Context: an optimization exercise on an open-source flow, tuned for small area, a short achievable clock period and few clock cycles. The choices shown serve that exercise and are no tape-out recipe.
RTL that was checked went through simulation tests only; none was proved equivalent to the original.
The RTL of runs 1 and 3 was laid out without a check of its function.
No activity file was given, so power comes from the tool's default toggle rates.

--- design/flow/design.v ---
package adbq_pkg;
	localparam int unsigned RING_SLOTS_DEF = 8;
	localparam int unsigned MAX_REPLY_DEF  = 24;
	localparam int unsigned MODE_W      = 2;
	localparam int unsigned BYTE_W      = 8;
	localparam int unsigned OUTCOME_W   = 3;
	localparam int unsigned DATA_IDX_W  = 5;
	localparam int unsigned MIN_PACKET  = 3;
	localparam logic [BYTE_W-1:0] PACKET_TYPE_DATA = 8'h00;
	typedef enum logic [MODE_W-1:0] {
		MODE_BYTE  = 2'd0,
		MODE_ABORT = 2'd1,
		MODE_POP   = 2'd2,
		MODE_NOP   = 2'd3
	} mode_t;
	typedef enum logic [OUTCOME_W-1:0] {
		OC_QUEUED    = 3'd0,
		OC_IGNORED   = 3'd1,
		OC_DROPPED   = 3'd2,
		OC_PACKET    = 3'd3,
		OC_EMPTY     = 3'd4,
		OC_DISCARDED = 3'd5
	} outcome_t;
	typedef enum logic [1:0] {
		PH_ATTN = 2'd0,
		PH_RECV = 2'd1,
		PH_OVER = 2'd2
	} rx_phase_t;
	typedef enum logic [2:0] {
		S_IDLE,
		S_BYTE,
		S_JUDGE,
		S_POP,
		S_RD1,
		S_RD2,
		S_DATA
	} seq_state_t;
	typedef struct packed {
		logic byte_we;
		logic len_we;
	} store_ctl_t;
endpackage
import adbq_pkg::*;
module adbq_store #(
	parameter int unsigned RING_SLOTS = RING_SLOTS_DEF,
	parameter int unsigned MAX_REPLY  = MAX_REPLY_DEF,
	localparam int unsigned PTR_W  = $clog2(RING_SLOTS),
	localparam int unsigned SLOT_W = MAX_REPLY - 1,
	localparam int unsigned DATA_N = SLOT_W - 2,
	localparam int unsigned POS_W  = $clog2(DATA_N)
) (
	input  logic              clk,
	input  logic              arst_n,
	input  logic              we,
	input  logic [PTR_W-1:0]  wr_slot,
	input  logic [1:0]        wr_kind,       
	input  logic [BYTE_W-1:0] wr_byte,
	input  logic [PTR_W-1:0]  q_slot,
	output logic [DATA_N-1:0] q_pos_oh,      
	output logic [POS_W-1:0]  q_pos,
	input  logic [RING_SLOTS-1:0] rd_slot_oh,
	input  logic [DATA_N-1:0]     rd_pos_oh,
	output logic [BYTE_W-1:0] rd_status,
	output logic [BYTE_W-1:0] rd_command,
	output logic [BYTE_W-1:0] rd_data
);
	logic [BYTE_W-1:0] ring   [RING_SLOTS][DATA_N];
	logic [BYTE_W-1:0] status [RING_SLOTS];
	logic [BYTE_W-1:0] cmd    [RING_SLOTS];
	logic [POS_W-1:0]  pos0   [RING_SLOTS];
	logic [BYTE_W-1:0] row    [RING_SLOTS];
	logic [RING_SLOTS-1:0] wq_slot_n;
	logic [1:0]            wq_kind;
	logic [BYTE_W-1:0]     wq_byte;
	always_ff @(posedge clk) begin
		for (int s = 0; s < RING_SLOTS; s++) begin
			wq_slot_n[s] <= !(we && (wr_slot == PTR_W'(s)));
		end
		wq_kind <= wr_kind;
		wq_byte <= wr_byte;
	end
	always_ff @(posedge clk) begin
		for (int s = 0; s < RING_SLOTS; s++) begin
			ring[s][0] <= (!wq_slot_n[s] && wq_kind[1]) ? wq_byte : ring[s][DATA_N-1];
			for (int p = 1; p < DATA_N; p++) begin
				ring[s][p] <= ring[s][p-1];
			end
			if (!wq_slot_n[s] && wq_kind == 2'd0) begin
				status[s] <= wq_byte;
			end
			if (!wq_slot_n[s] && wq_kind == 2'd1) begin
				cmd[s] <= wq_byte;
			end
			if (!wq_slot_n[s] && wq_kind == 2'd2) begin
				pos0[s] <= POS_W'(1);
			end else begin
				pos0[s] <= (pos0[s] == POS_W'(DATA_N - 1)) ? '0 : pos0[s] + POS_W'(1);
			end
		end
	end
	always_comb begin
		q_pos = pos0[q_slot];
		for (int p = 0; p < DATA_N; p++) begin
			q_pos_oh[p] = (q_pos == POS_W'(p));
		end
	end
	always_comb begin
		rd_status  = '0;
		rd_command = '0;
		rd_data    = '0;
		for (int s = 0; s < RING_SLOTS; s++) begin
			row[s] = '0;
			for (int p = 0; p < DATA_N; p++) begin
				row[s] = row[s] | (ring[s][p] & {BYTE_W{rd_pos_oh[p]}});
			end
			rd_status  = rd_status  | (status[s] & {BYTE_W{rd_slot_oh[s]}});
			rd_command = rd_command | (cmd[s]    & {BYTE_W{rd_slot_oh[s]}});
			rd_data    = rd_data    | (row[s]    & {BYTE_W{rd_slot_oh[s]}});
		end
	end
endmodule
import adbq_pkg::*;
module adbq_seq #(
	parameter int unsigned RING_SLOTS = RING_SLOTS_DEF,
	parameter int unsigned MAX_REPLY  = MAX_REPLY_DEF,
	parameter int unsigned RQ_DEPTH   = 4,
	localparam int unsigned PTR_W  = $clog2(RING_SLOTS),
	localparam int unsigned SLOT_W = MAX_REPLY - 1,
	localparam int unsigned OFF_W  = $clog2(SLOT_W),
	localparam int unsigned LEN_W  = $clog2(MAX_REPLY),
	localparam int unsigned DATA_N = SLOT_W - 2,
	localparam int unsigned POS_W  = $clog2(DATA_N)
) (
	input  logic              clk,
	input  logic              arst_n,
	input  logic              deliver_enable,
	input  logic              item_valid,
	output logic              item_ready,
	input  logic [MODE_W-1:0] item_mode,
	input  logic [BYTE_W-1:0] item_link_byte,
	input  logic              item_end_of_packet,
	output logic                  result_valid,
	input  logic                  result_ready,
	output logic [OUTCOME_W-1:0]  result_outcome,
	output logic [BYTE_W-1:0]     result_status_flags,
	output logic [BYTE_W-1:0]     result_echoed_command,
	output logic [BYTE_W-1:0]     result_data_byte,
	output logic [DATA_IDX_W-1:0] result_data_index,
	output logic                  result_has_data,
	output logic                  result_last,
	output logic              wr_en,
	output logic [PTR_W-1:0]  wr_slot,
	output logic [1:0]        wr_kind,
	output logic [BYTE_W-1:0] wr_byte,
	output logic [PTR_W-1:0]  q_slot,
	input  logic [DATA_N-1:0] q_pos_oh,
	input  logic [POS_W-1:0]  q_pos,
	output logic [RING_SLOTS-1:0] rd_slot_oh,
	output logic [DATA_N-1:0]     rd_pos_oh,
	input  logic [BYTE_W-1:0] rd_status,
	input  logic [BYTE_W-1:0] rd_command,
	input  logic [BYTE_W-1:0] rd_data
);
	localparam int unsigned CNT_W = $clog2(MAX_REPLY + 1);
	localparam int unsigned RQ_W  = $clog2(RQ_DEPTH);
	localparam int unsigned ITEM_W = MODE_W + BYTE_W + 1;
	function automatic logic [PTR_W-1:0] ring_next(input logic [PTR_W-1:0] i);
		ring_next = (i == PTR_W'(RING_SLOTS - 1)) ? '0 : i + PTR_W'(1);
	endfunction
	logic              rdy_q, in_v, sk_v;
	logic [ITEM_W-1:0] in_d, sk_d, item_d;
	logic              take, consume, in_free;
	assign item_d  = {item_mode, item_link_byte, item_end_of_packet};
	assign take    = item_valid && rdy_q;
	assign in_free = !in_v || consume;
	assign item_ready = rdy_q;
	always_ff @(posedge clk or negedge arst_n) begin
		if (!arst_n) begin
			in_v  <= 1'b0;
			sk_v  <= 1'b0;
			rdy_q <= 1'b0;
		end else begin
			if (in_free) begin
				in_v  <= sk_v || take;
				sk_v  <= 1'b0;
				rdy_q <= 1'b1;
			end else begin
				sk_v  <= sk_v || take;
				rdy_q <= !(sk_v || take);
			end
		end
	end
	always_ff @(posedge clk) begin
		if (rdy_q) begin
			sk_d <= item_d;
		end
		if (in_free) begin
			in_d <= sk_v ? sk_d : item_d;
		end
	end
	logic [MODE_W-1:0] in_mode;
	logic [BYTE_W-1:0] in_byte;
	logic              in_eop;
	assign {in_mode, in_byte, in_eop} = in_d;
	adbq_pkg::rx_phase_t phase_q;
	logic [CNT_W-1:0]  count_q;
	logic              type0_q;
	logic [PTR_W-1:0]  head_q, tail_q;
	logic [RING_SLOTS-1:0] tail_oh;    
	logic [PTR_W-1:0]  occ_q;          
	logic [RING_SLOTS-1:0] busy_q, busy_set, busy_clr;
	logic              has_mem [RING_SLOTS];
	logic [LEN_W-1:0]  li_mem  [RING_SLOTS];
	logic is_byte, is_abort, is_pop, owes, stores, st_cmd, data, judging, judge_ok, stall;
	logic empty, full, pend_v, aligned, busy_wait, cmd_safe, data_safe;
	logic [POS_W-1:0] al_q, al_d;
	logic [CNT_W-1:0] count_d;
	adbq_pkg::rx_phase_t phase_d;
	logic f_recv, f_over, f_nz, f_eq1, f_eq2, f_eq3, f_ge2, f_ge3, f_alz;
	logic [OUTCOME_W-1:0] pend_oc;
	logic [LEN_W-1:0] judge_nd, judge_li;
	logic [OUTCOME_W-1:0] judge_oc;
	logic [RQ_DEPTH-1:0][3:0] rq_q;
	logic [RQ_DEPTH-1:0] rq_v;
	logic            rq_full, rq_push, rq_pop;
	logic [3:0]      rq_in, rq_head;
	assign is_byte  = (in_mode == MODE_BYTE);
	assign is_abort = (in_mode == MODE_ABORT);
	assign is_pop   = (in_mode == MODE_POP);
	assign owes     = (is_byte && in_eop) || is_abort || is_pop;
	assign stores   = is_byte && f_recv && f_nz;
	assign st_cmd   = stores && !f_ge3;
	assign data     = stores && f_ge3;
	assign aligned   = f_eq3 || f_alz;
	assign busy_wait = (|(busy_q & tail_oh)) && ((data && !data_safe) || (st_cmd && !cmd_safe));
	assign stall    = pend_v || (is_pop && rq_full) || busy_wait || (data && !aligned);
	assign consume  = in_v && !stall;
	assign judging  = consume && ((is_byte && in_eop) || is_abort);
	assign empty = (occ_q == '0);
	assign full  = (occ_q == PTR_W'(RING_SLOTS - 1));
	always_comb begin
		if (is_byte) begin
			judge_ok = ((f_recv && f_ge2) || f_over) && type0_q;
			judge_nd = f_over ? LEN_W'(SLOT_W - 2) : LEN_W'(count_q - CNT_W'(MIN_PACKET - 1));
		end else begin
			judge_ok = f_ge3 && type0_q;
			judge_nd = LEN_W'(count_q - CNT_W'(MIN_PACKET));
		end
		judge_li = (judge_nd != '0) ? judge_nd - LEN_W'(1) : '0;
		if (!judge_ok) begin
			judge_oc = OC_IGNORED;
		end else if (full) begin
			judge_oc = OC_DROPPED;
		end else begin
			judge_oc = OC_QUEUED;
		end
	end
	always_comb begin
		if (pend_v) begin
			rq_in = {1'b0, pend_oc};
		end else if (is_pop) begin
			if (empty) begin
				rq_in = {1'b0, OC_EMPTY};
			end else if (!deliver_enable) begin
				rq_in = {1'b0, OC_DISCARDED};
			end else begin
				rq_in = {1'b1, 3'(head_q)};
			end
		end else begin
			rq_in = {1'b0, judge_oc};
		end
	end
	assign rq_push  = pend_v ? !rq_full : (consume && owes && !rq_full);
	assign busy_set = (consume && is_pop && !empty && deliver_enable) ?
		(RING_SLOTS'(1) << head_q) : '0;
	assign wr_en   = consume && stores;
	assign wr_slot = tail_q;
	assign wr_kind = f_eq1 ? 2'd0 : f_eq2 ? 2'd1 : f_eq3 ? 2'd2 : 2'd3;
	always_comb begin
		phase_d = phase_q;
		count_d = count_q;
		if (consume) begin
			if (is_byte) begin
				if (f_recv) begin
					count_d = count_q + CNT_W'(1);
					if (count_q == CNT_W'(MAX_REPLY - 1)) begin
						phase_d = PH_OVER;
					end
				end else if (!f_over) begin
					phase_d = PH_RECV;
					count_d = '0;
				end
			end
			if (judging) begin
				phase_d = PH_ATTN;
				count_d = '0;
			end
		end
		if (consume && data) begin
			al_d = '0;
		end else begin
			al_d = (al_q == POS_W'(DATA_N - 1)) ? '0 : al_q + POS_W'(1);
		end
	end
	assign wr_byte = in_byte;
	always_ff @(posedge clk or negedge arst_n) begin
		if (!arst_n) begin
			phase_q <= PH_ATTN;
			count_q <= '0;
			type0_q <= 1'b0;
			head_q  <= '0;
			tail_q  <= '0;
			tail_oh <= RING_SLOTS'(1);
			occ_q   <= '0;
			busy_q  <= '0;
			pend_v  <= 1'b0;
			al_q    <= '0;
			{f_recv, f_over, f_nz, f_eq1, f_eq2, f_eq3, f_ge2, f_ge3} <= '0;
			f_alz   <= 1'b1;
		end else begin
			al_q    <= al_d;
			f_alz   <= (al_d == '0);
			phase_q <= phase_d;
			count_q <= count_d;
			f_recv  <= (phase_d == PH_RECV);
			f_over  <= (phase_d == PH_OVER);
			f_nz    <= (count_d != '0);
			f_eq1   <= (count_d == CNT_W'(1));
			f_eq2   <= (count_d == CNT_W'(2));
			f_eq3   <= (count_d == CNT_W'(3));
			f_ge2   <= (count_d >= CNT_W'(2));
			f_ge3   <= (count_d >= CNT_W'(3));
			if (pend_v) begin
				pend_v <= rq_full;
			end else if (judging && rq_full) begin
				pend_v <= 1'b1;
			end
			busy_q <= (busy_q & ~busy_clr) | busy_set;
			if (consume) begin
				if (is_byte && f_recv && !f_nz) begin
					type0_q <= (in_byte == PACKET_TYPE_DATA);
				end
				if (judging) begin
					if (judge_oc == OC_QUEUED) begin
						tail_q  <= ring_next(tail_q);
						tail_oh <= {tail_oh[RING_SLOTS-2:0], tail_oh[RING_SLOTS-1]};
						occ_q   <= occ_q + PTR_W'(1);
					end
				end
				if (is_pop && !empty) begin
					head_q <= ring_next(head_q);
					occ_q  <= occ_q - PTR_W'(1);
				end
			end
		end
	end
	always_ff @(posedge clk) begin
		for (int i = 0; i < RING_SLOTS; i++) begin
			if (judging && judge_oc == OC_QUEUED && tail_oh[i]) begin
				has_mem[i] <= (judge_nd != '0);
				li_mem[i]  <= judge_li;
			end
		end
		if (judging) begin
			pend_oc <= judge_oc;
		end
	end
	assign rq_full = rq_v[RQ_DEPTH-1];
	assign rq_head = rq_q[0];
	always_ff @(posedge clk or negedge arst_n) begin
		if (!arst_n) begin
			rq_v <= '0;
		end else if (rq_push && !rq_pop) begin
			rq_v <= {rq_v[RQ_DEPTH-2:0], 1'b1};
		end else if (rq_pop && !rq_push) begin
			rq_v <= {1'b0, rq_v[RQ_DEPTH-1:1]};
		end
	end
	always_ff @(posedge clk) begin
		for (int i = 0; i < RQ_DEPTH; i++) begin
			if (rq_pop) begin
				if (rq_push && rq_v[i] && (i == RQ_DEPTH - 1 || !rq_v[i + 1])) begin
					rq_q[i] <= rq_in;
				end else if (i < RQ_DEPTH - 1) begin
					rq_q[i] <= rq_q[i + 1];
				end
			end else if (rq_push && !rq_v[i] && (i == 0 || rq_v[i - 1])) begin
				rq_q[i] <= rq_in;
			end
		end
	end
	logic                  c_v, c_rep, c_done, c_has;
	logic [OUTCOME_W-1:0]  c_code;
	logic [PTR_W-1:0]      c_slot;
	logic [RING_SLOTS-1:0] c_slot_oh;
	logic [DATA_N-1:0]     c_pos_oh;
	logic [LEN_W-1:0]      c_idx, c_rem, c_li, q_li;
	logic                  q_has;
	logic [POS_W-1:0]      c_vict, c_vict_nx;
	logic                  c_safe;
	logic                  load_ok, emit, c_last, c_fin, c_load;
	logic                  res_valid_q;
	logic [OUTCOME_W-1:0]  res_outcome_q;
	logic [BYTE_W-1:0]     res_status_q, res_cmd_q, res_data_q;
	logic [DATA_IDX_W-1:0] res_index_q;
	logic                  res_has_q, res_last_q;
	assign load_ok    = !res_valid_q || result_ready;
	assign emit       = c_v && load_ok;
	assign c_last     = !c_rep || (c_rem == '0);
	assign c_fin      = emit && c_last;
	assign c_load     = (!c_v || c_fin) && rq_v[0];
	assign rq_pop     = c_load;
	assign rd_slot_oh = c_slot_oh;
	assign rd_pos_oh  = c_pos_oh;
	assign q_slot     = PTR_W'(rq_head[2:0]);
	assign q_has      = has_mem[PTR_W'(rq_head[2:0])];
	assign q_li       = li_mem[PTR_W'(rq_head[2:0])];
	assign busy_clr   = (c_fin && c_rep) ? c_slot_oh : '0;
	assign cmd_safe  = c_v && c_rep && c_done && (|(c_slot_oh & tail_oh));
	assign data_safe = c_v && c_rep && c_safe && (|(c_slot_oh & tail_oh));
	always_ff @(posedge clk or negedge arst_n) begin
		if (!arst_n) begin
			c_v         <= 1'b0;
			res_valid_q <= 1'b0;
		end else begin
			if (c_load) begin
				c_v <= 1'b1;
			end else if (c_fin) begin
				c_v <= 1'b0;
			end
			if (emit) begin
				res_valid_q <= 1'b1;
			end else if (result_ready) begin
				res_valid_q <= 1'b0;
			end
		end
	end
	assign c_vict_nx = (c_vict == POS_W'(DATA_N - 1)) ? '0 : c_vict + POS_W'(1);
	always_ff @(posedge clk) begin
		if (c_load) begin
			c_vict <= (q_pos >= POS_W'(DATA_N - 2)) ? q_pos - POS_W'(DATA_N - 2) : q_pos + POS_W'(2);
			c_safe <= 1'b0;
		end else begin
			c_vict <= c_vict_nx;
			c_safe <= (LEN_W'(c_vict_nx) < c_idx) || !c_has || (LEN_W'(c_vict_nx) > c_li);
		end
		if (c_load) begin
			c_rep     <= rq_head[3];
			c_code    <= rq_head[2:0];
			c_slot    <= PTR_W'(rq_head[2:0]);
			c_slot_oh <= RING_SLOTS'(1) << rq_head[2:0];
			c_idx     <= '0;
			c_done    <= 1'b0;
			c_has     <= q_has;
			c_li      <= q_li;
			c_rem     <= q_li;
			c_pos_oh  <= q_has ? q_pos_oh : '0;
		end else if (emit) begin
			c_idx     <= c_idx + LEN_W'(1);
			c_rem     <= c_rem - LEN_W'(1);
			c_done    <= 1'b1;
		end else begin
			c_pos_oh  <= {c_pos_oh[DATA_N-2:0], c_pos_oh[DATA_N-1]};
		end
		if (emit) begin
			if (c_rep) begin
				res_outcome_q <= OC_PACKET;
				if (!c_done) begin
					res_status_q <= rd_status;
					res_cmd_q    <= rd_command;
				end
				res_data_q  <= rd_data;
				res_index_q <= DATA_IDX_W'(c_idx);
				res_has_q   <= c_has;
				res_last_q  <= c_last;
			end else begin
				res_outcome_q <= c_code;
				res_status_q  <= '0;
				res_cmd_q     <= '0;
				res_data_q    <= '0;
				res_index_q   <= '0;
				res_has_q     <= 1'b0;
				res_last_q    <= 1'b1;
			end
		end
	end
	assign result_valid          = res_valid_q;
	assign result_outcome        = res_outcome_q;
	assign result_status_flags   = res_status_q;
	assign result_echoed_command = res_cmd_q;
	assign result_data_byte      = res_data_q;
	assign result_data_index     = res_index_q;
	assign result_has_data       = res_has_q;
	assign result_last           = res_last_q;
endmodule
import adbq_pkg::*;
module adb_packet_receive_queue_top #(
	parameter int unsigned RING_SLOTS = RING_SLOTS_DEF,
	parameter int unsigned MAX_REPLY  = MAX_REPLY_DEF
) (
	input  logic          clk,
	input  logic          arst_n,
	input  logic          cfg_we,
	input  logic          cfg_wdata,
	input  logic                  item_valid,
	output logic                  item_ready,
	input  logic [MODE_W-1:0]     item_mode,
	input  logic [BYTE_W-1:0]     item_link_byte,
	input  logic                  item_end_of_packet,
	output logic                  result_valid,
	input  logic                  result_ready,
	output logic [OUTCOME_W-1:0]  result_outcome,
	output logic [BYTE_W-1:0]     result_status_flags,
	output logic [BYTE_W-1:0]     result_echoed_command,
	output logic [BYTE_W-1:0]     result_data_byte,
	output logic [DATA_IDX_W-1:0] result_data_index,
	output logic                  result_has_data,
	output logic                  result_last
);
	localparam int unsigned PTR_W  = $clog2(RING_SLOTS);
	localparam int unsigned SLOT_W = MAX_REPLY - 1;
	localparam int unsigned OFF_W  = $clog2(SLOT_W);
	logic              deliver_enable_q;
	logic              wr_en;
	logic [PTR_W-1:0]  wr_slot, q_slot;
	logic [1:0]        wr_kind;
	logic [$clog2(SLOT_W-2)-1:0] q_pos;
	logic [RING_SLOTS-1:0] rd_slot_oh;
	logic [SLOT_W-3:0] rd_pos_oh, q_pos_oh;
	logic [BYTE_W-1:0] wr_byte, rd_status, rd_command, rd_data;
	always_ff @(posedge clk or negedge arst_n) begin
		if (!arst_n) begin
			deliver_enable_q <= 1'b0;
		end else if (cfg_we) begin
			deliver_enable_q <= cfg_wdata;
		end
	end
	adbq_seq #(
		.RING_SLOTS (RING_SLOTS),
		.MAX_REPLY  (MAX_REPLY)
	) u_seq (
		.clk            (clk),
		.arst_n         (arst_n),
		.deliver_enable (deliver_enable_q),
		.item_valid            (item_valid),
		.item_ready            (item_ready),
		.item_mode             (item_mode),
		.item_link_byte        (item_link_byte),
		.item_end_of_packet    (item_end_of_packet),
		.result_valid          (result_valid),
		.result_ready          (result_ready),
		.result_outcome        (result_outcome),
		.result_status_flags   (result_status_flags),
		.result_echoed_command (result_echoed_command),
		.result_data_byte      (result_data_byte),
		.result_data_index     (result_data_index),
		.result_has_data       (result_has_data),
		.result_last           (result_last),
		.wr_en      (wr_en),
		.wr_slot    (wr_slot),
		.wr_kind    (wr_kind),
		.wr_byte    (wr_byte),
		.q_slot     (q_slot),
		.q_pos_oh   (q_pos_oh),
		.q_pos      (q_pos),
		.rd_slot_oh (rd_slot_oh),
		.rd_pos_oh  (rd_pos_oh),
		.rd_status  (rd_status),
		.rd_command (rd_command),
		.rd_data    (rd_data)
	);
	adbq_store #(
		.RING_SLOTS (RING_SLOTS),
		.MAX_REPLY  (MAX_REPLY)
	) u_store (
		.clk        (clk),
		.arst_n     (arst_n),
		.we         (wr_en),
		.wr_slot    (wr_slot),
		.wr_kind    (wr_kind),
		.wr_byte    (wr_byte),
		.q_slot     (q_slot),
		.q_pos_oh   (q_pos_oh),
		.q_pos      (q_pos),
		.rd_slot_oh (rd_slot_oh),
		.rd_pos_oh  (rd_pos_oh),
		.rd_status  (rd_status),
		.rd_command (rd_command),
		.rd_data    (rd_data)
	);
endmodule
--- design/flow/config.mk ---
export PLATFORM = sky130hd
export DESIGN_NAME = adb_packet_receive_queue_top
export DESIGN_NICKNAME = adb_packet_receive_queue_top
export VERILOG_FILES = /design/flow/design.v
export SDC_FILE = /design/flow/constraint.sdc
export NUM_CORES = 4
export LEC_CHECK = 0
export CAP_MARGIN = 20
export CORE_MARGIN = 2
export CORE_UTILIZATION = 65
export CTS_BUF_LIST = sky130_fd_sc_hd__clkbuf_8
export CTS_CLUSTER_DIAMETER = 45
export CTS_CLUSTER_SIZE = 20
export SETUP_SLACK_MARGIN = 4.15
export SLEW_MARGIN = 20
--- design/flow/constraint.sdc ---
create_clock -name core_clock -period 7.0 [get_ports {clk}]
set_input_delay 1.4000 -clock core_clock [delete_from_list [all_inputs] [get_ports {clk}]]
set_output_delay 1.4000 -clock core_clock [all_outputs]
set_load 0.01 [all_outputs]
--- design/flow/run.sh ---
#!/bin/bash
# synth_recipe.tcl (not shown) runs the flow's synth.tcl, then flattens the netlist and writes it again
# the make line also repeats each setting of config.mk as NAME=value (left out here)
make -C /OpenROAD-flow-scripts/flow DESIGN_CONFIG=/design/flow/config.mk WORK_HOME=/design/flow/orfs CLKGATE_MAP_FILE= SYNTH_SCRIPT=/design/flow/synth_recipe.tcl finish
==> results_tabular.tex, run 1 <==
\begin{tabular}{lr}
\hline
Metric & Value \\
\hline
\multicolumn{2}{l}{\textbf{Routing}} \\
\quad Initial DRT Pass Iterations & 9 \\
\quad Routed via count divided by cell count & 6.606 \\
\quad Total via count in the routed design & 32950 \\
\quad Number of design-rule violations left by the first detailed-router iteration & 3527 \\
\quad DRC Markers & 0 \\
\quad Detailed-route wire length & 140.5 mm \\
\quad Post-detailed-route wirelength per cell & 28.17 um \\
\quad Final ANT Viol Nets & 0 \\
\multicolumn{2}{l}{\textbf{Floorplanning}} \\
\quad Die area & 83030 um\^{}2 \\
\quad Initial Util & 65.37\% \\
\quad Die boundary height & 288.1 um \\
\quad I/O Pins & 53 \\
\quad Number of rows created at floorplan & 104 \\
\quad Area of the placeable core & 80290 um\^{}2 \\
\quad DIE WIDTH & 288.1 um \\
\multicolumn{2}{l}{\textbf{STA}} \\
\quad TNS Setup & 0 ps \\
\quad Number of pins exceeding their max-slew limit in the final report & 0 \\
\quad Hold violation total from the final report & 0 \\
\quad Fmax & 0.3465 GHz \\
\quad Max Clock Skew & 48.96 ps \\
\quad Final setup violation count & 0 \\
\quad Unrepaired setup endpoints after global routing & yes \\
\quad Transition time at the pin with the least slew margin & 1143 ps \\
\quad Worst slew margin relative to its limit & 23.69\% \\
\quad Part of the cycle the worst path needs & 41.23\% \\
\quad Shortest period the worst path allows & 2886 ps \\
\multicolumn{2}{l}{\textbf{Setup path}} \\
\quad Type of the worst setup path & register to output port \\
\quad Sum of buffers and inverters on the critical path & 1 \\
\quad Worst path arrival time & 1490 ps \\
\quad Type of element capturing the critical path & output port \\
\quad Largest driver fanout on the critical path & 1 \\
\quad Worst path top cell family by delay & flip-flops \\
\quad Slowest stage cell, crit path & sky130\_fd\_sc\_hd\_\_edfxtp\_1 \\
\quad Delay of the slowest critical-path stage & 480 ps \\
\quad Kind of start point of the critical path & register \\
\quad Internal reg-to-reg setup slack & 4190 ps \\
\quad Required @ worst endpoint & 5600 ps \\
\quad CP Cell Sequence & buf\_2 \\
\multicolumn{2}{l}{\textbf{Clock tree}} \\
\quad Clock transition time at the flip-flop clock pins of the worst setup and hold paths & 110 ps \\
\quad Number of levels in the clock H-tree & 4 \\
\quad Clock latency reported for the late side of the worst-skew pair & 860 ps \\
\quad Clk buf depth & 3 \\
\quad Clock root cell & sky130\_fd\_sc\_hd\_\_clkbuf\_8 \\
\quad Number of hold buffers added after cts & 0 \\
\quad Clock tree from TritonCTS & built \\
\quad Number of buffers added by the clock tree synthesis step & 140 \\
\quad \# clock sinks & 1766 \\
\multicolumn{2}{l}{\textbf{Layout}} \\
\quad Fillers & 5316 \\
\quad Fraction of layout instances using a drive strength above 1 & 13.20\% \\
\quad Layout net count & 3881 \\
\quad Area growth syn-to-layout & 9.703\% \\
\multicolumn{2}{l}{\textbf{Yosys}} \\
\quad Top cells by instance count after synthesis & sky130\_fd\_sc\_hd\_\_dfxtp\_1, sky130\_fd\_sc\_hd\_\_edfxtp\_1, sky130\_fd\_sc\_hd\_\_a22oi\_1 \\
\quad Library cell with the highest instance count after synthesis & sky130\_fd\_sc\_hd\_\_dfxtp\_1 \\
\quad Synth area leader & sky130\_fd\_sc\_hd\_\_dfxtp\_1 \\
\quad Cells taking the most area after synthesis & sky130\_fd\_sc\_hd\_\_dfxtp\_1, sky130\_fd\_sc\_hd\_\_edfxtp\_1, sky130\_fd\_sc\_hd\_\_a22oi\_1 \\
\quad Number of nets produced by synthesis & 3818 \\
\quad Gate count of the mapped netlist & 3745 \\
\quad Post-synth design cell area & 52480 um\^{}2 \\
\quad Proportion of netlist area held by the largest area contributor & 53.94\% \\
\quad Share of the yosys chip area belonging to registers & 73.53\% \\
\quad Average instance area after synthesis & 14.01 um\^{}2 \\
\quad Number of register bits inferred by synthesis & 1766 \\
\quad Most used DFF post-synth & sky130\_fd\_sc\_hd\_\_dfxtp\_1 \\
\quad Count of yosys warnings during synthesis & 12 \\
\quad Distinct cells, synth & 76 \\
\quad Fraction of registers with async set/reset & 3.284\% \\
\quad Post-synth EDFFs & 294 \\
\multicolumn{2}{l}{\textbf{Pwr}} \\
\quad Fraction of power spent switching nets & 34.13\% \\
\quad Cell internal pwr & 14.22 mW \\
\quad Peak ir drop on the vdd network & 0.4407 mV \\
\quad Cell area power density & 375.1 nW/um\^{}2 \\
\quad Design Power & 21.59 mW \\
\quad Clock network fraction of total power & 28.1\% \\
\quad Portion of total power attributed to sequential cells & 51.3\% \\
\quad Part of the total power dissipated in combinational logic & 20.5\% \\
\quad Sw power & 7.370 mW \\
\quad Leakage & 22.05 nW \\
\multicolumn{2}{l}{\textbf{Placement}} \\
\quad Detail Placement HPWL & 78.59 mm \\
\quad IO Port Bufs & 52 \\
\quad GPL Wtd Cong & 0.8661 \\
\multicolumn{2}{l}{\textbf{Status}} \\
\quad Run status & complete, no violations \\
\multicolumn{2}{l}{\textbf{Global route}} \\
\quad Overflow after GRT & 0 \\
\quad Global-route wire length before repair & 207.5 mm \\
\quad Number of antenna violations at the first check in global routing & 8 \\
\quad Largest net degree at the start of global routing & 59 \\
\quad Number of global-route vias before repair & 33330 \\
\quad Global-route total usage across every layer & 33.53\% \\
\multicolumn{2}{l}{\textbf{Job}} \\
\quad Max-cap viol count & 0 \\
\multicolumn{2}{l}{\textbf{Hold path}} \\
\quad Path type of the worst min-delay path & register to register \\
\hline
\end{tabular}
[layer usage]
layer	track usage, %	share of wire (%)	vias up
li1	-	-	14320
met1	44.84	41	16610
met2	54.10	47	1707
met3	6.232	8.4	312
met4	14.30	3.7	0
met5	0	0	-
[metrics by stage]
stage	area (um^2)	cells	hold WS [ps]	util [%]	setup WS [ps]
2_1_floorplan	52530	3745	330.4	-	4160
3_3_place_gp	54000	4698	332.8	67.26	2160
3_5_place_dp	54000	4698	336.4	67.26	2037
4_1_cts	57300	4972	316.1	71.37	4077
5_1_grt	57570	4985	328.8	71.70	4067
6_report	57570	4987	314.6	71.71	4114
[registers in the layout (all words and copies together), names as in the netlist, 11 cells and up]
name and flops:
u_seq.c_pos_oh 21, u_seq.sk_d 11, u_store.pos0 40, u_seq.in_d 11
u_store.ring 1344, u_store.cmd 64, u_store.status 64, u_seq.li_mem 40
u_seq.rq_q 16
[power groups by stage]
stage               Clock, mW  Combinational [mW]  Sequential (mW)
finish                   6.07                4.44             11.1
global placement            0                3.97             11.4
global route             6.51                4.52             11.1
CTS                      6.13                4.16             11.1
detailed placement          0                4.01             11.4
floorplan                   0                2.12             11.2
[layout make-up]
| cell class | count | area [um^2] | share of cell area [%] |
|---|---|---|---|
| Timing Repair Buffer | 138 | 1249 | 2.169 |
| Antenna cell | 4 | 10.01 | 0.01739 |
| Inverter | 77 | 309.0 | 0.5368 |
| Multi-Input combinational cell | 1684 | 12930 | 22.46 |
| Clock buffer | 150 | 2064 | 3.586 |
| Timing Repair inverter | 1 | 8.758 | 0.01521 |
| Tap cell | 1060 | 1326 | 2.304 |
| Clock inverter | 107 | 1082 | 1.880 |
| Sequential cell | 1766 | 38590 | 67.03 |
[repair_timing]
action | CTS | global route
pin swaps | 5 | 2
setup buffers | 13 | 9
setup endpoints to repair | 223 | 152
resized for setup | 186 | 29
gates cloned | 4 | 2
[final timing paths]
path / start / end / cells after the start
worst max-delay path: u_seq.res_data_q[1]$_SDFFCE_PN0P_ / result_data_byte[1] / 1
worst min-delay path: u_store.ring[35][2]$_DFF_P_ / u_store.ring[36][2]$_DFF_P_ / 0
worst max register to register: u_seq.c_pos_oh[13]$_DFFE_PP_ / u_seq.res_data_q[6]$_SDFFCE_PN0P_ / 7
worst min register to register: u_store.ring[35][2]$_DFF_P_ / u_store.ring[36][2]$_DFF_P_ / 0
max in group asynchronous: arst_n / u_seq.rq_v[3]$_DFFE_PN0P_ / 2
min in group asynchronous: arst_n / u_seq.sk_v$_DFF_PN0_ / 2
[cells in the final DEF (no fill, tap or decap), types with 11 or more instances in the layout]
cell                              Yosys  routed
sky130_fd_sc_hd__clkinv_4             0      15
sky130_fd_sc_hd__a21o_1              14      14
sky130_fd_sc_hd__a222oi_1            64      64
sky130_fd_sc_hd__mux2_2              92      92
sky130_fd_sc_hd__a41oi_1             17      17
sky130_fd_sc_hd__inv_1               77      87
sky130_fd_sc_hd__clkinvlp_4           0      15
sky130_fd_sc_hd__nor2_1             113     110
sky130_fd_sc_hd__a22o_1             205     205
sky130_fd_sc_hd__a221oi_1           204     204
sky130_fd_sc_hd__nand2b_1            23      17
sky130_fd_sc_hd__ha_1                55      53
sky130_fd_sc_hd__a32o_1              25      25
sky130_fd_sc_hd__clkbuf_8             0     150
sky130_fd_sc_hd__buf_2               16      31
sky130_fd_sc_hd__mux2i_1             14      14
sky130_fd_sc_hd__clkinv_2             0      11
sky130_fd_sc_hd__o21ai_0            107     106
sky130_fd_sc_hd__and2_1              15      14
sky130_fd_sc_hd__inv_8                0      12
sky130_fd_sc_hd__inv_6                0      26
sky130_fd_sc_hd__a21oi_1             31      29
sky130_fd_sc_hd__nand4_1             84      84
sky130_fd_sc_hd__xnor2_1             24      24
sky130_fd_sc_hd__buf_4                2      62
sky130_fd_sc_hd__o21a_1              11      11
sky130_fd_sc_hd__clkdlybuf4s50_1      0      15
sky130_fd_sc_hd__xor2_1              18      18
sky130_fd_sc_hd__edfxtp_1           294     294
sky130_fd_sc_hd__dfrtp_1             56      55
sky130_fd_sc_hd__nand3_1            104     104
sky130_fd_sc_hd__a22oi_1            267     267
sky130_fd_sc_hd__buf_6                2      16
sky130_fd_sc_hd__nand2_1             68      63
sky130_fd_sc_hd__dfxtp_1           1414    1413
[cells by family after synthesis]
group / after synthesis / share of synthesized area, %
AOI/OAI and AO/OA: 991 / 15.03
xor gates and xnor gates: 42 / 0.7009
adders and majority gates: 56 / 1.349
buffers and inverters: 297 / 2.205
DFF: 1766 / 73.53
muxes: 110 / 2.391
and+or+nand+nor: 483 / 4.795
[worst reg2reg max path, cell delays in order, from the launching register on]
cell	delay, ps
sky130_fd_sc_hd__edfxtp_1	610
sky130_fd_sc_hd__buf_4	400
sky130_fd_sc_hd__a22o_1	320
sky130_fd_sc_hd__a221oi_1	220
sky130_fd_sc_hd__nand4_1	130
sky130_fd_sc_hd__o21ai_1	420
sky130_fd_sc_hd__nand4_1	220
sky130_fd_sc_hd__o21a_1	270
==> run 2: changes to the inputs <==
--- a/design/flow/design.v
+++ b/design/flow/design.v
@@ -124,5 +124,5 @@
 	parameter int unsigned RING_SLOTS = RING_SLOTS_DEF,
 	parameter int unsigned MAX_REPLY  = MAX_REPLY_DEF,
-	parameter int unsigned RQ_DEPTH   = 4,
+	parameter int unsigned RQ_DEPTH   = 6,
 	localparam int unsigned PTR_W  = $clog2(RING_SLOTS),
 	localparam int unsigned SLOT_W = MAX_REPLY - 1,
--- a/design/flow/config.mk
+++ b/design/flow/config.mk
@@ -12,4 +12,4 @@
 export CTS_CLUSTER_DIAMETER = 45
 export CTS_CLUSTER_SIZE = 20
-export SETUP_SLACK_MARGIN = 4.15
+export SETUP_SLACK_MARGIN = 4.4
 export SLEW_MARGIN = 20
==> results_tabular.tex, run 2 <==
\begin{tabular}{lr}
\hline
Metric & Value \\
\hline
\multicolumn{2}{l}{\textbf{Layout}} \\
\quad Final standard cell count with taps included and fillers excluded & 5079 (+1.8\%) \\
\quad Area growth syn-to-layout & 11.83\% \\
\quad Fraction of layout instances using a drive strength above 1 & 15.23\% (+2.0 points) \\
\quad Layout net count & 3981 (+2.6\%) \\
\quad Register ranked first by flip-flop count & u\_store.ring \\
\quad Leading cell type in the layout, fill and taps excluded & sky130\_fd\_sc\_hd\_\_dfxtp\_1 \\
\quad Number of flip-flops under the largest register name & 1344 (unchanged) \\
\quad Top Registers & u\_store.ring (1344), u\_store.cmd (64), u\_store.status (64) \\
\quad Leading cell types in the layout, fill and taps excluded & sky130\_fd\_sc\_hd\_\_dfxtp\_1, sky130\_fd\_sc\_hd\_\_edfxtp\_1, sky130\_fd\_sc\_hd\_\_a22oi\_1 \\
\multicolumn{2}{l}{\textbf{Yosys}} \\
\quad Gate count of the mapped netlist & 3806 (+1.6\%) \\
\quad Post-synth EDFFs & 302 (+2.7\%) \\
\quad Share of the yosys chip area belonging to registers & 73.42\% (-0.11 points) \\
\quad Most used DFF post-synth & sky130\_fd\_sc\_hd\_\_dfxtp\_1 \\
\quad Count of yosys warnings during synthesis & 12 (unchanged) \\
\quad Fraction of registers with async set/reset & 3.378\% (+0.094 points) \\
\quad Average instance area after synthesis & 13.91 um\^{}2 (-0.72\%) \\
\quad Synth area leader & sky130\_fd\_sc\_hd\_\_dfxtp\_1 \\
\quad Library cell with the highest instance count after synthesis & sky130\_fd\_sc\_hd\_\_dfxtp\_1 \\
\quad Number of nets produced by synthesis & 3879 (+1.6\%) \\
\quad Top cells by instance count after synthesis & sky130\_fd\_sc\_hd\_\_dfxtp\_1, sky130\_fd\_sc\_hd\_\_edfxtp\_1, sky130\_fd\_sc\_hd\_\_a22oi\_1 \\
\quad Distinct cells, synth & 83 (+9.2\%) \\
\quad Proportion of netlist area held by the largest area contributor & 53.46\% (-0.48 points) \\
\quad Number of register bits inferred by synthesis & 1776 (+0.57\%) \\
\quad Cells taking the most area after synthesis & sky130\_fd\_sc\_hd\_\_dfxtp\_1, sky130\_fd\_sc\_hd\_\_edfxtp\_1, sky130\_fd\_sc\_hd\_\_a22oi\_1 \\
\quad Post-synth design cell area & 52950 um\^{}2 (+0.90\%) \\
\multicolumn{2}{l}{\textbf{Pwr}} \\
\quad Clock network fraction of total power & 26.1\% (-2.0 points) \\
\quad Sw power & 8.056 mW (+9.3\%) \\
\quad Cell area power density & 390.3 nW/um\^{}2 (+4.1\%) \\
\quad Leakage & 22.74 nW (+3.1\%) \\
\quad Portion of total power attributed to sequential cells & 48.7\% (-2.6 points) \\
\quad Peak ir drop on the vdd network & 0.3666 mV (-17\%) \\
\quad Cell internal pwr & 15.06 mW (+5.9\%) \\
\quad Fraction of power spent switching nets & 34.85\% (+0.72 points) \\
\quad Part of the total power dissipated in combinational logic & 25.2\% (+4.7 points) \\
\multicolumn{2}{l}{\textbf{Setup path}} \\
\quad Type of element capturing the critical path & output port \\
\quad Slowest stage cell, crit path & sky130\_fd\_sc\_hd\_\_edfxtp\_1 \\
\quad Required @ worst endpoint & 5600 ps (about the same) \\
\quad Delay of the slowest critical-path stage & 460 ps (-20 ps) \\
\quad Worst path top cell family by delay & flip-flops \\
\quad Sum of buffers and inverters on the critical path & 1 (unchanged) \\
\quad Path depth of the worst reg2reg path & 8 (+1) \\
\quad Largest driver fanout on the critical path & 1 (unchanged) \\
\quad R2r startpoint & u\_seq.c\_pos\_oh[15]\$\_DFFE\_PP\_ \\
\quad Worst path arrival time & 1470 ps (-20 ps) \\
\quad Kind of start point of the critical path & register \\
\quad CP Cell Sequence & buf\_2 \\
\quad Type of the worst setup path & register to output port \\
\quad Critical register-to-register path endpoint & u\_seq.res\_data\_q[4]\$\_SDFFCE\_PN0P\_ \\
\quad Internal reg-to-reg setup slack & 4390 ps (+200 ps) \\
\multicolumn{2}{l}{\textbf{Placement}} \\
\quad GPL Wtd Cong & 0.8490 (-2.0\%) \\
\quad Inst Count DP & 4755 (+1.2\%) \\
\quad IO Port Bufs & 52 (unchanged) \\
\quad DP Worst Slack & 2783 ps (+746.0 ps) \\
\quad Detail Placement HPWL & 77.32 mm (-1.6\%) \\
\multicolumn{2}{l}{\textbf{Routing}} \\
\quad Number of design-rule violations left by the first detailed-router iteration & 3776 (+7.1\%) \\
\quad Detailed-route wire length & 147.9 mm (+5.3\%) \\
\quad Routed via count divided by cell count & 6.607 (about the same) \\
\quad Total via count in the routed design & 33560 (+1.9\%) \\
\quad Post-detailed-route wirelength per cell & 29.12 um (+3.4\%) \\
\quad Final ANT Viol Nets & 0 (unchanged) \\
\quad DRC Markers & 0 (unchanged) \\
\quad Initial DRT Pass Iterations & 6 (-3) \\
\multicolumn{2}{l}{\textbf{Global route}} \\
\quad Overflow after GRT & 0 (unchanged) \\
\quad Global-route total usage across every layer & 33.82\% (+0.29 points) \\
\quad Largest net degree at the start of global routing & 66 (+12\%) \\
\quad Number of antenna violations at the first check in global routing & 10 (+2) \\
\quad Number of global-route vias before repair & 33570 (+0.74\%) \\
\quad Global-route wire length before repair & 209.7 mm (+1.1\%) \\
\multicolumn{2}{l}{\textbf{Hold path}} \\
\quad Worst Hold Depth & 0 (unchanged) \\
\quad Path type of the worst min-delay path & register to register \\
\quad Worst-case hold path end point & u\_store.ring[54][7]\$\_DFF\_P\_ \\
\quad Hold wc startpoint & u\_store.ring[53][7]\$\_DFF\_P\_ \\
\multicolumn{2}{l}{\textbf{Floorplanning}} \\
\quad Die boundary height & 289.4 um (+0.44\%) \\
\quad Number of rows created at floorplan & 104 (unchanged) \\
\quad I/O Pins & 53 (unchanged) \\
\quad Area of the placeable core & 80550 um\^{}2 (+0.32\%) \\
\quad DIE WIDTH & 289.4 um (+0.44\%) \\
\quad Die area & 83760 um\^{}2 (+0.89\%) \\
\quad Initial Util & 65.74\% (+0.37 points) \\
\multicolumn{2}{l}{\textbf{STA}} \\
\quad Max Clock Skew & 51.12 ps (+2.167 ps) \\
\quad Final setup violation count & 0 (unchanged) \\
\quad Shortest period the worst path allows & 2867 ps (-18.54 ps) \\
\quad Transition time at the pin with the least slew margin & 1199 ps (+55.52 ps) \\
\quad Final critical-path setup slack & 4133 ps (+18.54 ps) \\
\quad Unrepaired setup endpoints after global routing & yes \\
\quad Number of pins exceeding their max-slew limit in the final report & 0 (unchanged) \\
\quad TNS Setup & 0 ps (unchanged) \\
\quad Part of the cycle the worst path needs & 40.96\% (-0.26 points) \\
\quad Worst slew margin relative to its limit & 19.99\% (-3.7 points) \\
\quad Hold violation total from the final report & 0 (unchanged) \\
\quad Fmax & 0.3487 GHz (+0.65\%) \\
\multicolumn{2}{l}{\textbf{Clock tree}} \\
\quad Number of hold buffers added after cts & 0 (unchanged) \\
\quad Clock latency reported for the late side of the worst-skew pair & 840 ps (-20 ps) \\
\quad \# clock sinks & 1776 (+0.57\%) \\
\quad Clock transition time at the flip-flop clock pins of the worst setup and hold paths & 110 ps (about the same) \\
\quad Number of buffers added by the clock tree synthesis step & 141 (+0.71\%) \\
\quad Clock tree from TritonCTS & built \\
\quad Number of levels in the clock H-tree & 4 (unchanged) \\
\quad Clock root cell & sky130\_fd\_sc\_hd\_\_clkbuf\_8 \\
\quad Clk buf depth & 3 (unchanged) \\
\multicolumn{2}{l}{\textbf{Job}} \\
\quad Max-cap viol count & 0 (unchanged) \\
\multicolumn{2}{l}{\textbf{Status}} \\
\quad Run status & complete, no violations \\
\hline
\end{tabular}
==> run 2: power by group through the flow <==
stage | Clock [mW] | Sequential, mW | Combinational, mW
finish | 6.03 | 11.3 | 5.83
global route | 6.47 | 11.3 | 5.94
global placement | 0 | 11.4 | 4.50
CTS | 6.07 | 11.2 | 5.11
floorplan | 0 | 11.3 | 2.41
detailed placement | 0 | 11.5 | 4.56
==> run 2: layer usage <==
layer | global-route usage, % | vias to the layer above | routed length [um]
met5 | 0 | - | 41
met4 | 13.85 | 6 | 5719
met3 | 5.630 | 377 | 13400
met2 | 55.23 | 1833 | 69830
met1 | 45.23 | 16730 | 58920
li1 | - | 14610 | -
==> run 2: worst max-delay path by stage <==
| stage | slack (ps) | from | end | depth (start not counted) |
|---|---|---|---|---|
| 6_report | 4130 | u_seq.res_data_q[0]$_SDFFCE_PN0P_ | result_data_byte[0] | 1 |
| 5_1_grt | 4090 | u_seq.res_index_q[0]$_SDFFCE_PN0P_ | result_data_index[0] | 1 |
| 2_1_floorplan | 4290 | result_ready | u_seq.rq_v[1]$_DFFE_PN0P_ | 10 |
| 3_3_place_gp | 2860 | result_ready | u_seq.c_pos_oh[1]$_DFFE_PP_ | 11 |
| 4_1_cts | 4070 | u_seq.res_index_q[0]$_SDFFCE_PN0P_ | result_data_index[0] | 1 |
| 3_5_place_dp | 2780 | result_ready | u_seq.c_pos_oh[8]$_DFFE_PP_ | 11 |
==> run 2: through the flow <==
stage	utilization, %	total power, mW	cell area (um^2)	hold slack, ps
2_1_floorplan	-	13.74	53050	330.4
3_3_place_gp	67.66	15.94	54500	332.6
3_5_place_dp	67.67	16.02	54500	336.4
4_1_cts	72.39	22.41	58310	339.9
5_1_grt	73.52	23.70	59220	347.1
6_report	73.52	23.11	59220	337.8
==> run 2: cell families (layout without fill, tap and decap cells) <==
logic type	Yosys count	in the layout	share of synthesized area [%]
compound gates	1012	1012	15.07
xor+xnor	39	39	0.6451
fa+ha+maj	56	56	1.337
buf+inv	302	512	2.197
flops	1776	1776	73.42
mux	107	107	2.325
other cells	0	1	0
simple gates	514	516	5.000
==> run 2: repair_timing <==
action | 4_1_cts | 5_1_grt
setup endpoints to repair | 280 | 248
hold endpoints to repair | 0 | 0
pin swaps | 8 | 14
buffers inserted | 19 | 28
resized for setup | 289 | 101
gates cloned | 8 | 15
==> run 2: worst reg2reg max path, stage by stage, from the launching register on <==
cell and delay, ps:
sky130_fd_sc_hd__edfxtp_1 470, sky130_fd_sc_hd__buf_12 230, sky130_fd_sc_hd__buf_16 230, sky130_fd_sc_hd__a22o_1 250
sky130_fd_sc_hd__a221oi_1 210, sky130_fd_sc_hd__nand4_1 120, sky130_fd_sc_hd__o21ai_0 190, sky130_fd_sc_hd__nand4_1 320
sky130_fd_sc_hd__o21a_1 340
==> run 2: cell type report <==
cell class / count / area, um^2
multi-input cells: 1730 / 13320
clock inverters: 99 / 965.9
inverters: 80 / 349.1
diodes: 1 / 2.502
fillers: 5195 / 21330
well taps: 1060 / 1326
repair inverters: 1 / 5.005
repair buffers: 178 / 2243
clock buffers: 154 / 2120
flip-flops and latches: 1776 / 38890
Testbench counts of run 2, summed over its fixed seeds: cycles 23,032.
==> run 3: changes to the inputs <==
--- a/design/flow/design.v
+++ b/design/flow/design.v
@@ -395,4 +395,6 @@
 	logic [RING_SLOTS-1:0] c_slot_oh;
 	logic [DATA_N-1:0]     c_pos_oh;
+	localparam logic [DATA_N-1:0] TAPS = DATA_N'(21'h49249);
+	logic                  c_at, c_at_rot;
 	logic [LEN_W-1:0]      c_idx, c_rem, c_li, q_li;
 	logic                  q_has;
@@ -406,5 +408,6 @@
 	logic                  res_has_q, res_last_q;
 	assign load_ok    = !res_valid_q || result_ready;
-	assign emit       = c_v && load_ok;
+	assign emit       = c_v && load_ok && c_at;
+	assign c_at_rot   = |({c_pos_oh[DATA_N-2:0], c_pos_oh[DATA_N-1]} & TAPS);
 	assign c_last     = !c_rep || (c_rem == '0);
 	assign c_fin      = emit && c_last;
@@ -412,5 +415,5 @@
 	assign rq_pop     = c_load;
 	assign rd_slot_oh = c_slot_oh;
-	assign rd_pos_oh  = c_pos_oh;
+	assign rd_pos_oh  = c_pos_oh & TAPS;
 	assign q_slot     = PTR_W'(rq_head[2:0]);
 	assign q_has      = has_mem[PTR_W'(rq_head[2:0])];
@@ -456,4 +459,5 @@
 			c_rem     <= q_li;
 			c_pos_oh  <= q_has ? q_pos_oh : '0;
+			c_at      <= !rq_head[3] || !q_has || (|(q_pos_oh & TAPS));
 		end else if (emit) begin
 			c_idx     <= c_idx + LEN_W'(1);
@@ -462,4 +466,5 @@
 		end else begin
 			c_pos_oh  <= {c_pos_oh[DATA_N-2:0], c_pos_oh[DATA_N-1]};
+			c_at      <= !c_rep || !c_has || c_at_rot;
 		end
 		if (emit) begin
--- a/design/flow/config.mk
+++ b/design/flow/config.mk
@@ -12,4 +12,4 @@
 export CTS_CLUSTER_DIAMETER = 45
 export CTS_CLUSTER_SIZE = 20
-export SETUP_SLACK_MARGIN = 4.4
+export SETUP_SLACK_MARGIN = 4.15
 export SLEW_MARGIN = 20
==> results_tabular.tex, run 3 <==
\begin{tabular}{lr}
\hline
Metric & Value \\
\hline
\multicolumn{2}{l}{\textbf{Floorplanning}} \\
\quad DIE WIDTH & 276.6 um (-4.4\%) \\
\quad I/O Pins & 53 (unchanged) \\
\quad Initial Util & 65.88\% (+0.14 points) \\
\quad Die boundary height & 276.6 um (-4.4\%) \\
\quad Area of the placeable core & 73330 um\^{}2 (-9.0\%) \\
\quad Die area & 76520 um\^{}2 (-8.6\%) \\
\quad Number of rows created at floorplan & 99 (-4.8\%) \\
\multicolumn{2}{l}{\textbf{Routing}} \\
\quad Initial DRT Pass Iterations & 8 (+2) \\
\quad Total via count in the routed design & 24670 (-26\%) \\
\quad DRC Markers & 0 (unchanged) \\
\quad Final ANT Viol Nets & 0 (unchanged) \\
\quad Number of design-rule violations left by the first detailed-router iteration & 2208 (-42\%) \\
\quad Post-detailed-route wirelength per cell & 22.86 um (-21\%) \\
\quad Detailed-route wire length & 99.23 mm (-33\%) \\
\quad Routed via count divided by cell count & 5.684 (-14\%) \\
\multicolumn{2}{l}{\textbf{Layout}} \\
\quad Area growth syn-to-layout & 10.23\% \\
\quad Fraction of layout instances using a drive strength above 1 & 15.03\% (-0.20 points) \\
\quad Layout net count & 3346 (-16\%) \\
\quad Leading cell type in the layout, fill and taps excluded & sky130\_fd\_sc\_hd\_\_dfxtp\_1 \\
\quad Number of flip-flops under the largest register name & 1344 (unchanged) \\
\quad Leading cell types in the layout, fill and taps excluded & sky130\_fd\_sc\_hd\_\_dfxtp\_1, sky130\_fd\_sc\_hd\_\_edfxtp\_1, sky130\_fd\_sc\_hd\_\_a22oi\_1 \\
\quad Fillers & 4703 (-9.5\%) \\
\quad Final core utilization & 72.62\% (-0.90 points) \\
\quad Register ranked first by flip-flop count & u\_store.ring \\
\quad Top Registers & u\_store.ring (1344), u\_store.cmd (64), u\_store.status (64) \\
\multicolumn{2}{l}{\textbf{Yosys}} \\
\quad Proportion of netlist area held by the largest area contributor & 58.60\% (+5.1 points) \\
\quad Adder-cell area share of the yosys netlist & 1.466\% (+0.13 points) \\
\quad Number of nets produced by synthesis & 3216 (-17\%) \\
\quad Post-synth EDFFs & 303 (+0.33\%) \\
\quad Synth area leader & sky130\_fd\_sc\_hd\_\_dfxtp\_1 \\
\quad Gate count of the mapped netlist & 3143 (-17\%) \\
\quad Dominant combinational cell family by area after synthesis & compound AO/OA/AOI/OAI gates \\
\quad Post-synthesis compound-gate area fraction & 8.195\% (-6.9 points) \\
\quad Area fraction in and, or, nand and nor cells after synthesis & 4.504\% (-0.50 points) \\
\quad Fraction of registers with async set/reset & 3.376\% (about the same) \\
\quad Average instance area after synthesis & 15.37 um\^{}2 (+10\%) \\
\quad Number of register bits inferred by synthesis & 1777 (+0.056\%) \\
\quad Count of yosys warnings during synthesis & 12 (unchanged) \\
\quad Synth Area in XOR/XNOR & 0.7796\% (+0.13 points) \\
\quad Distinct cells, synth & 87 (+4.8\%) \\
\quad Cells taking the most area after synthesis & sky130\_fd\_sc\_hd\_\_dfxtp\_1, sky130\_fd\_sc\_hd\_\_edfxtp\_1, sky130\_fd\_sc\_hd\_\_a22oi\_1 \\
\quad Mux contribution to synthesized area & 2.960\% (+0.64 points) \\
\quad Most used DFF post-synth & sky130\_fd\_sc\_hd\_\_dfxtp\_1 \\
\quad Top cells by instance count after synthesis & sky130\_fd\_sc\_hd\_\_dfxtp\_1, sky130\_fd\_sc\_hd\_\_edfxtp\_1, sky130\_fd\_sc\_hd\_\_a22oi\_1 \\
\quad Library cell with the highest instance count after synthesis & sky130\_fd\_sc\_hd\_\_dfxtp\_1 \\
\quad Post-synth design cell area & 48310 um\^{}2 (-8.8\%) \\
\quad Share of the yosys chip area belonging to registers & 80.54\% (+7.1 points) \\
\multicolumn{2}{l}{\textbf{STA}} \\
\quad Final setup violation count & 0 (unchanged) \\
\quad TNS Setup & 0 ps (unchanged) \\
\quad Final critical-path setup slack & 4090 ps (-42.14 ps) \\
\quad Hold violation total from the final report & 0 (unchanged) \\
\quad Shortest period the worst path allows & 2910 ps (+42.14 ps) \\
\quad Part of the cycle the worst path needs & 41.57\% (+0.60 points) \\
\quad Worst slew margin relative to its limit & 24.74\% (+4.7 points) \\
\quad Unrepaired setup endpoints after global routing & yes \\
\quad Fmax & 0.3437 GHz (-1.4\%) \\
\quad Max Clock Skew & 45.39 ps (-5.732 ps) \\
\quad Transition time at the pin with the least slew margin & 1127 ps (-71.15 ps) \\
\quad Number of pins exceeding their max-slew limit in the final report & 0 (unchanged) \\
\multicolumn{2}{l}{\textbf{Pwr}} \\
\quad Clock network fraction of total power & 29.7\% (+3.6 points) \\
\quad Cell internal pwr & 14.17 mW (-5.9\%) \\
\quad Part of the total power dissipated in combinational logic & 13.7\% (-12 points) \\
\quad Fraction of power spent switching nets & 28.01\% (-6.8 points) \\
\quad Sw power & 5.514 mW (-32\%) \\
\quad Peak ir drop on the vdd network & 0.3430 mV (-6.4\%) \\
\quad Leakage & 20.75 nW (-8.7\%) \\
\quad Cell area power density & 369.6 nW/um\^{}2 (-5.3\%) \\
\quad Portion of total power attributed to sequential cells & 56.5\% (+7.8 points) \\
\multicolumn{2}{l}{\textbf{Clock tree}} \\
\quad Number of hold buffers added after cts & 0 (unchanged) \\
\quad Number of levels in the clock H-tree & 4 (unchanged) \\
\quad Number of buffers added by the clock tree synthesis step & 136 (-3.5\%) \\
\quad Clock root cell & sky130\_fd\_sc\_hd\_\_clkbuf\_8 \\
\quad Clock transition time at the flip-flop clock pins of the worst setup and hold paths & 100 ps (about the same) \\
\quad Clk buf depth & 3 (unchanged) \\
\quad Clock latency reported for the late side of the worst-skew pair & 820 ps (-20 ps) \\
\quad Clock tree from TritonCTS & built \\
\quad \# clock sinks & 1777 (+0.056\%) \\
\multicolumn{2}{l}{\textbf{Status}} \\
\quad Run status & complete, no violations \\
\multicolumn{2}{l}{\textbf{Setup path}} \\
\quad Type of element capturing the critical path & output port \\
\quad Required @ worst endpoint & 5600 ps (about the same) \\
\quad Worst path arrival time & 1510 ps (+40 ps) \\
\quad Delay of the slowest critical-path stage & 530 ps (+70 ps) \\
\quad Kind of start point of the critical path & register \\
\quad CP Cell Sequence & buf\_6 \\
\quad Largest driver fanout on the critical path & 1 (unchanged) \\
\quad Type of the worst setup path & register to output port \\
\quad Worst path top cell family by delay & flip-flops \\
\quad Sum of buffers and inverters on the critical path & 1 (unchanged) \\
\quad Slowest stage cell, crit path & sky130\_fd\_sc\_hd\_\_edfxtp\_1 \\
\multicolumn{2}{l}{\textbf{Placement}} \\
\quad DP Worst Slack & 2333 ps (-449.7 ps) \\
\quad GPL Wtd Cong & 0.8307 (-2.2\%) \\
\quad Detail Placement HPWL & 55.46 mm (-28\%) \\
\quad IO Port Bufs & 52 (unchanged) \\
\multicolumn{2}{l}{\textbf{Global route}} \\
\quad Global-route total usage across every layer & 26.05\% (-7.8 points) \\
\quad Largest net degree at the start of global routing & 66 (unchanged) \\
\quad Number of antenna violations at the first check in global routing & 1 (-9) \\
\quad Overflow after GRT & 0 (unchanged) \\
\quad Global-route wire length before repair & 151.5 mm (-28\%) \\
\quad Number of global-route vias before repair & 25240 (-25\%) \\
\multicolumn{2}{l}{\textbf{Hold path}} \\
\quad Path type of the worst min-delay path & register to register \\
\multicolumn{2}{l}{\textbf{Job}} \\
\quad Max-cap viol count & 0 (unchanged) \\
\hline
\end{tabular}
run 3: metal layers:
metal | wire [um] | track usage [%] | part of all wire, %
met5 | 0 | 0 | 0
met4 | 2564 | 8.598 | 2.6
met3 | 5065 | 4.016 | 5.1
met2 | 46580 | 41.83 | 47
met1 | 45020 | 36.79 | 45
run 3: cells by family (layout without fill, tap and decap cells):
logic type / count (synthesis) / after routing
multiplexers: 124 / 124
buffers and inverters: 193 / 427
AND/OR/NAND/NOR: 441 / 443
AO/OA/AOI/OAI: 509 / 509
other: 0 / 2
XOR/XNOR: 43 / 43
flip-flops: 1777 / 1777
adder cells (fa/ha/maj): 56 / 56
run 3: cell type report:
cell class	instances	area, um^2	share of cell area [%]
Clock inverter	93	944.7	1.774
Timing Repair Buffer	106	898.4	1.687
Multi-Input combinational cell	1175	8870	16.66
Tap cell	959	1200	2.253
Timing Repair inverter	1	8.758	0.01645
Antenna cell	2	5.005	0.009398
Clock buffer	151	2078	3.903
Inverter	76	330.3	0.6203
Sequential cell	1777	38920	73.08
run 3: metrics by stage:
stage / instances / area (um^2) / hold WS [ps] / power (mW)
2_1_floorplan: 3143 / 48490 / 309.6 / 12.78
5_1_grt: 4339 / 53250 / 311.7 / 20.38
3_3_place_gp: 4065 / 49930 / 309.6 / 13.84
3_5_place_dp: 4066 / 49940 / 312.1 / 13.92
4_1_cts: 4331 / 53160 / 315.1 / 19.75
6_report: 4340 / 53250 / 317.4 / 19.68
run 3: path summary, 6_finish.rpt:
check | start | endpoint | slack, ps | cells past startpoint
worst min-delay path | u_store.ring[37][7]$_DFF_P_ | u_store.ring[38][7]$_DFF_P_ | 320 | 0
min in group asynchronous | arst_n | u_seq.c_v$_DFFE_PN0P_ | 740 | 2
worst max register to register | u_seq.rq_q[0]$_DFFE_PP_ | u_seq.c_vict[1]$_DFF_P_ | 4170 | 12
worst min register to register | u_store.ring[37][7]$_DFF_P_ | u_store.ring[38][7]$_DFF_P_ | 320 | 0
worst max-delay path | u_seq.res_status_q[2]$_SDFFCE_PN0P_ | result_status_flags[2] | 4090 | 1
max in group asynchronous | arst_n | u_seq.count_q[4]$_DFF_PN0_ | 5720 | 2
run 3: repair_timing:
| action | CTS | global route |
|---|---|---|
| endpoints found under the hold margin | 0 | 0 |
| buffers inserted | 17 | 7 |
| cloned | 4 | 0 |
| resized for setup | 191 | 11 |
| setup endpoints to repair | 198 | 97 |
| pin swaps | 5 | 7 |
run 3: power groups by stage:
stage / Clock [mW] / Sequential, mW / Combinational (mW)
final: 5.85 / 11.1 / 2.70
after global routing: 6.34 / 11.2 / 2.89
after CTS: 5.96 / 11.1 / 2.67
after detailed placement: 0 / 11.4 / 2.56
after global placement: 0 / 11.4 / 2.49
after floorplan: 0 / 11.2 / 1.53
==> run 4: changes to the inputs <==
--- a/design/flow/design.v
+++ b/design/flow/design.v
@@ -395,5 +395,5 @@
 	logic [RING_SLOTS-1:0] c_slot_oh;
 	logic [DATA_N-1:0]     c_pos_oh;
-	localparam logic [DATA_N-1:0] TAPS = DATA_N'(21'h49249);
+	localparam logic [DATA_N-1:0] TAPS = DATA_N'(21'h11111);
 	logic                  c_at, c_at_rot;
 	logic [LEN_W-1:0]      c_idx, c_rem, c_li, q_li;
==> results_tabular.tex, run 4 <==
\begin{tabular}{lr}
\hline
Metric & Value \\
\hline
\multicolumn{2}{l}{\textbf{Status}} \\
\quad Run status & complete, no violations \\
\multicolumn{2}{l}{\textbf{Setup path}} \\
\quad Depth of the critical timing path with buffers and inverters included & 1 (unchanged) \\
\quad Largest driver fanout on the critical path & 1 (unchanged) \\
\quad Type of element capturing the critical path & output port \\
\quad Worst path arrival time & 1520 ps (about the same) \\
\quad Delay of the slowest critical-path stage & 510 ps (-20 ps) \\
\multicolumn{2}{l}{\textbf{Routing}} \\
\quad Initial DRT Pass Iterations & 6 (-2) \\
\quad DRC Markers & 0 (unchanged) \\
\quad Number of design-rule violations left by the first detailed-router iteration & 2051 (-7.1\%) \\
\quad Detailed-route wire length & 95.29 mm (-4.0\%) \\
\quad Routed via count divided by cell count & 5.552 (-2.3\%) \\
\quad Post-detailed-route wirelength per cell & 22.34 um (-2.3\%) \\
\quad Final ANT Viol Nets & 0 (unchanged) \\
\multicolumn{2}{l}{\textbf{Pwr}} \\
\quad Clock network fraction of total power & 29.5\% (-0.2 points) \\
\quad Design Power & 20.27 mW (+3.0\%) \\
\quad Portion of total power attributed to sequential cells & 55.7\% (-0.8 points) \\
\multicolumn{2}{l}{\textbf{STA}} \\
\quad Number of pins exceeding their max-slew limit in the final report & 0 (unchanged) \\
\quad Hold violation total from the final report & 0 (unchanged) \\
\quad TNS Setup & 0 ps (unchanged) \\
\quad Fmax & 0.3425 GHz (-0.33\%) \\
\multicolumn{2}{l}{\textbf{Floorplanning}} \\
\quad Die area & 75550 um\^{}2 (-1.3\%) \\
\quad Initial Util & 65.48\% (-0.40 points) \\
\quad Die boundary height & 274.9 um (-0.63\%) \\
\quad Area of the placeable core & 72830 um\^{}2 (-0.68\%) \\
\multicolumn{2}{l}{\textbf{Yosys}} \\
\quad Area fraction in and, or, nand and nor cells after synthesis & 4.145\% (-0.36 points) \\
\quad Adder-cell area share of the yosys netlist & 1.485\% (+0.019 points) \\
\quad Number of register bits inferred by synthesis & 1777 (unchanged) \\
\quad Share of the yosys chip area belonging to registers & 81.59\% (+1.0 points) \\
\quad Proportion of netlist area held by the largest area contributor & 59.36\% (+0.76 points) \\
\quad Gate count of the mapped netlist & 3062 (-2.6\%) \\
\quad Post-synth EDFFs & 303 (unchanged) \\
\quad Dominant combinational cell family by area after synthesis & compound AO/OA/AOI/OAI gates \\
\multicolumn{2}{l}{\textbf{Clock tree}} \\
\quad Number of levels in the clock H-tree & 4 (unchanged) \\
\quad Clk buf depth & 3 (unchanged) \\
\quad Clock tree from TritonCTS & built \\
\quad Clock latency reported for the late side of the worst-skew pair & 830 ps (about the same) \\
\quad \# clock sinks & 1777 (unchanged) \\
\multicolumn{2}{l}{\textbf{Layout}} \\
\quad Leading cell type in the layout, fill and taps excluded & sky130\_fd\_sc\_hd\_\_dfxtp\_1 \\
\quad Area taken by flip-flops and latches & 38910 um\^{}2 (about the same) \\
\quad Fillers & 4746 (+0.91\%) \\
\quad Fraction of layout instances using a drive strength above 1 & 15.10\% (+0.069 points) \\
\quad Final standard cell count with taps included and fillers excluded & 4265 (-1.7\%) \\
\multicolumn{2}{l}{\textbf{Placement}} \\
\quad Placed cell area & 49320 um\^{}2 (-1.3\%) \\
\quad Detail Placement HPWL & 55.33 mm (-0.22\%) \\
\quad GPL Wtd Cong & 0.8774 (+5.6\%) \\
\quad Inst Count DP & 4002 (-1.6\%) \\
\multicolumn{2}{l}{\textbf{Global route}} \\
\quad Global-route wire length before repair & 143.3 mm (-5.4\%) \\
\quad Number of global-route vias before repair & 23980 (-5.0\%) \\
\quad Number of antenna violations at the first check in global routing & 3 (+2) \\
\hline
\end{tabular}
run 4: cell types whose count changed after synthesis, sizes merged, moves of 4 or more:
cell,previous run,this run
nand3,105,39
nor3,19,11
nand2,99,156
o21ai,63,67
a22oi,234,171
mux2i,18,27
inv,75,86
clkbuf,89,72
run 4: worst paths after layout:
kind                                                    from                            to  slack (ps)
hold / removal                  u_store.ring[149][7]$_DFF_P_  u_store.ring[150][7]$_DFF_P_         300
setup reg to reg                       u_seq.f_ge3$_DFF_PN0_       u_seq.rq_q[5]$_DFFE_PP_        4280
setup / recovery           u_seq.res_data_q[7]$_SDFFCE_PN0P_           result_data_byte[7]        4080
max in group asynchronous                             arst_n         u_seq.rdy_q$_DFF_PN0_        5660
hold reg to reg                 u_store.ring[149][7]$_DFF_P_  u_store.ring[150][7]$_DFF_P_         300
min in group asynchronous                             arst_n         u_seq.c_v$_DFFE_PN0P_         750
run 4: cell families (layout without fill, tap and decap cells):
family,count (synthesis),after routing
AOI/OAI and AO/OA,447,447
xor gates and xnor gates,45,45
adders and majority gates,56,56
buffers and inverters,189,429
DFF,1777,1777
muxes,127,127
other,0,2
and+or+nand+nor,421,423
run 4: power groups by stage:
stage                     logic (mW)  registers (mW)  clock network, mW
after floorplan                 1.75            11.4                  0
after global placement          2.73            11.5                  0
after detailed placement        2.81            11.5                  0
after CTS                       2.90            11.3               6.08
after global routing            3.21            11.3               6.47
final                           3.01            11.3               5.98
run 4: layout make-up:
class / count / share of cell area, %
well taps: 959 / 2.277
inverters: 87 / 0.6791
clock buffers: 152 / 3.970
multi-input cells: 1098 / 15.79
clock inverters: 89 / 1.912
diodes: 2 / 0.009498
repair buffers: 100 / 1.496
flip-flops and latches: 1777 / 73.85
repair inverters: 1 / 0.01662
run 4: metal layers:
layer / GRT usage [%] / vias to the layer above / wire [um]
met5: 0 / - / 13
met1: 37.36 / 11730 / 44320
met3: 4.827 / 149 / 6305
met4: 8.677 / 2 / 2354
li1: - / 11010 / -
met2: 38.29 / 788 / 42290
run 4: what timing repair did:
action / in CTS / in global routing
pin swaps: 1 / 3
setup buffers: 7 / 8
endpoints found under the setup margin: 177 / 132
resized for setup: 172 / 25
cloned: 2 / 2
hold buffers: 0 / 0
Testbench counts of run 4, summed over its fixed seeds: cycles 23,510.

what the ideal ports hide:
How much do the figures lean on ideal ports? The routed layouts below were timed once more, with nothing changed but the port constraints. Step 1 sets driving cells, clkbuf_16 on the clock port and buf_2 on the other inputs (assumed; they add their load-dependent delay and slew). Step 2, shift: input delay + t, output delay - t, t = (earliest + latest rising clock arrival at the registers) / 2. This alone moves slack from input paths to output paths. Slacks: no drivers / after step 1 / after step 2; pairs: no drivers / after step 1.
run	t, ns	setup WS [ns]
run 1	0.894	4.114 / 4.047 / 3.329
run 2	0.877	4.133 / 4.075 / 3.582
run 3	0.861	4.090 / 4.025 / 3.358
run 4	0.866	4.081 / 4.019 / 3.361
After both steps every run listed still meets setup and hold.
